This is an optimization exercise on Yosys and OpenROAD, whose aim is small area and a short achievable clock period, not a production implementation. At most, simulation tests tie the RTL to the original design; equivalence was not proved. Power and IR drop assume default switching activity.

==> flow/design.v (excerpt) <==
module ex_stage_top (
    input  logic        clk_i,
    input  logic        rst_n_i,
    input  logic        valid_i,
    input  logic [31:0] inst_i,
    input  logic [63:0] pc_i,
    input  logic [63:0] op1_i,
    input  logic [63:0] op2_i,
    input  logic [4:0]  rd_i,
    input  logic        rd_we_i,
    output logic        ready_o,
    output logic        wb_valid_o,
    output logic [4:0]  wb_rd_o,
    output logic [63:0] wb_data_o,
    output logic        redirect_valid_o,
    output logic [63:0] redirect_target_o,
    output logic        mem_valid_o,
    output logic        mem_we_o,
    output logic [2:0]  mem_size_o,
    output logic [63:0] mem_addr_o,
    output logic [63:0] mem_wdata_o,
    output logic [4:0]  mem_rd_o,
    input  logic        mem_credit_i
);
For scale: ~3500 cells after synthesis, about 0.019 sq mm of cells after synthesis.
Settings: LEC_CHECK=0, ABC_AREA=1, CAP_MARGIN=20, CORE_MARGIN=2, CORE_UTILIZATION=40, CTS_BUF_LIST=sky130_fd_sc_hd__clkbuf_4 sky130_fd_sc_hd__clkbuf_8, SETUP_SLACK_MARGIN=4.0, SLEW_MARGIN=20; clock period 8.0 ns.
standard.sh (not shown) runs the stock make flow with config.mk's settings and CLKGATE_MAP_FILE= SYNTH_SCRIPT=/design/flow/synth_recipe.tcl, a recipe that flattens the netlist after the stock synthesis.
==> flow/flow/run.sh <==
#!/bin/bash
# standard layout, with plain buf_1 cells as the port buffers and without
# the half/full adder cells (synthesis then leaves adders to abc as gates)
set -euo pipefail
DU=" sky130_fd_sc_hd__probe_p_8 sky130_fd_sc_hd__probec_p_8 sky130_fd_sc_hd__lpflow_bleeder_1 sky130_fd_sc_hd__lpflow_clkbufkapwr_1 sky130_fd_sc_hd__lpflow_clkbufkapwr_16 sky130_fd_sc_hd__lpflow_clkbufkapwr_2 sky130_fd_sc_hd__lpflow_clkbufkapwr_4 sky130_fd_sc_hd__lpflow_clkbufkapwr_8 sky130_fd_sc_hd__lpflow_clkinvkapwr_1 sky130_fd_sc_hd__lpflow_clkinvkapwr_16 sky130_fd_sc_hd__lpflow_clkinvkapwr_2 sky130_fd_sc_hd__lpflow_clkinvkapwr_4 sky130_fd_sc_hd__lpflow_clkinvkapwr_8 sky130_fd_sc_hd__lpflow_decapkapwr_12 sky130_fd_sc_hd__lpflow_decapkapwr_3 sky130_fd_sc_hd__lpflow_decapkapwr_4 sky130_fd_sc_hd__lpflow_decapkapwr_6 sky130_fd_sc_hd__lpflow_decapkapwr_8 sky130_fd_sc_hd__lpflow_inputiso0n_1 sky130_fd_sc_hd__lpflow_inputiso0p_1 sky130_fd_sc_hd__lpflow_inputiso1n_1 sky130_fd_sc_hd__lpflow_inputiso1p_1 sky130_fd_sc_hd__lpflow_inputisolatch_1 sky130_fd_sc_hd__lpflow_isobufsrc_1 sky130_fd_sc_hd__lpflow_isobufsrc_16 sky130_fd_sc_hd__lpflow_isobufsrc_2 sky130_fd_sc_hd__lpflow_isobufsrc_4 sky130_fd_sc_hd__lpflow_isobufsrc_8 sky130_fd_sc_hd__lpflow_isobufsrckapwr_16 sky130_fd_sc_hd__lpflow_lsbuf_lh_hl_isowell_tap_1 sky130_fd_sc_hd__lpflow_lsbuf_lh_hl_isowell_tap_2 sky130_fd_sc_hd__lpflow_lsbuf_lh_hl_isowell_tap_4 sky130_fd_sc_hd__lpflow_lsbuf_lh_isowell_4 sky130_fd_sc_hd__lpflow_lsbuf_lh_isowell_tap_1 sky130_fd_sc_hd__lpflow_lsbuf_lh_isowell_tap_2 sky130_fd_sc_hd__lpflow_lsbuf_lh_isowell_tap_4  sky130_fd_sc_hd__fa_1 sky130_fd_sc_hd__fa_2 sky130_fd_sc_hd__fa_4 sky130_fd_sc_hd__ha_1 sky130_fd_sc_hd__ha_2 sky130_fd_sc_hd__ha_4"
bash standard.sh "BUFFER_PORTS_ARGS=-buffer_cell sky130_fd_sc_hd__buf_1" "DONT_USE_CELLS=$DU" finish > make_finish.log 2>&1
The baseline completed without violations.
Edit:
- SETUP_SLACK_MARGIN: 4.0 -> 3.8
The changed run completed without violations.
First-iteration DRC count falls by 2.5%.
Routed wire length goes down by 3.1%.
Global-route usage fell by 0.64 points.
Combinational power falls by about 6%.
Cell count came out lower by 0.96%.
Clock skew hardly moves.
Synthesized cell count does not change.
Core utilization went down by 2.2 points.
Design area goes down by 4.4%.
Sequential power is higher by about 0.9%.

Setup of sierra:
ex_stage_top, a different RTL version from the one above (not shown whole).
Size in the first run: roughly 510 I/O pins, about 19000 sq um of cells after synthesis.
==> flow/design.v (excerpt) <==
module ex_stage_top (
    input  logic        clk_i,
    input  logic        rst_n_i,
    input  logic        valid_i,
    input  logic [31:0] inst_i,
    input  logic [63:0] pc_i,
    input  logic [63:0] op1_i,
    input  logic [63:0] op2_i,
    input  logic [4:0]  rd_i,
    input  logic        rd_we_i,
    output logic        ready_o,
    output logic        wb_valid_o,
    output logic [4:0]  wb_rd_o,
    output logic [63:0] wb_data_o,
    output logic        redirect_valid_o,
    output logic [63:0] redirect_target_o,
    output logic        mem_valid_o,
    output logic        mem_we_o,
    output logic [2:0]  mem_size_o,
    output logic [63:0] mem_addr_o,
    output logic [63:0] mem_wdata_o,
    output logic [4:0]  mem_rd_o,
    input  logic        mem_credit_i
);
    logic [6:0]  opcode;
    logic [2:0]  f3;
    logic [6:0]  f7;
    assign opcode = inst_i[6:0];
    assign f3     = inst_i[14:12];
  ...
Settings: LEC_CHECK=0, ABC_AREA=1, CAP_MARGIN=20, CORE_MARGIN=2, CORE_UTILIZATION=40, CTS_BUF_LIST=sky130_fd_sc_hd__clkbuf_8, CTS_CLUSTER_DIAMETER=60, CTS_CLUSTER_SIZE=30, SETUP_SLACK_MARGIN=3.8, SLEW_MARGIN=20; clock period 8.0 ns.
Scripts as last shown in full above: flow/flow/run.sh
Setup changes, sierra to pepper
Settings: CTS_CLUSTER_SIZE no longer set, was 30; SLEW_MARGIN now 5, was 20; CTS_CLUSTER_DIAMETER no longer set, was 60; CAP_MARGIN now 5, was 20; CTS_BUF_LIST now sky130_fd_sc_hd__clkbuf_4 sky130_fd_sc_hd__clkbuf_8, was sky130_fd_sc_hd__clkbuf_8.
==> comparison <==
pepper: all stages complete, timing, DRC and antenna checks passed. Diff pepper and sierra: time the worst path needs with I/O delays and setup higher in pepper. Sequential cell count: sierra vs pepper identical. Summary of pepper over sierra: wire length on met1 saw a decrease; via count normalized by instance count saw little to no change. Reported for pepper and sierra, synthesized netlist cell count turned out identical to the last digit. Relative to sierra, setup slack after layout decreased by 0.018 ns in pepper. Number of top-level pins across pepper and sierra: no real change.
No functional check of the RTL was part of any run of this note.

## afterwards: timing with drivers on the ports
In the flow no input, the clock included, has a driving cell. The finished layouts below were timed again as built, in two steps. Step 1 sets driving cells, clkbuf_16 on the clock port and buf_2 on the other inputs (assumed; they add their load-dependent delay and slew). Step 2 adds t to the input delays and takes it off the output delays; t is the mean of the earliest and latest rising clock arrival at the registers after step 1. Input paths then give back, and output paths get back, about the clock's delay inside the block. a / b / c = ideal ports / drivers / drivers and shift; a / b = the first two.
| run | t (ns) | slack for setup (ns) | hold WS [ns] | clock arrival spread, ns | worst slew at a driven data input, ns |
|---|---|---|---|---|---|
| the first run of note 1 | 0.617 | 3.961 / 3.927 / 3.310 | 0.526 / 0.526 / 0.526 | 0.023 / 0.023 | 0.16 |
| the second run of note 1 | 0.621 | 3.789 / 3.748 / 3.128 | 0.524 / 0.524 / 0.524 | 0.021 / 0.021 | 0.15 |
| sierra | 0.597 | 3.725 / 3.712 / 3.115 | 0.533 / 0.533 / 0.533 | 0.029 / 0.029 | 0.14 |
| pepper | 0.605 | 3.707 / 3.679 / 3.074 | 0.528 / 0.528 / 0.528 | 0.031 / 0.030 | 0.14 |
After both steps every run listed still meets setup and hold. For the second run of note 1, which loses most, drivers alone change the setup slack by -0.041 ns; drivers and shift together by -0.661 ns.
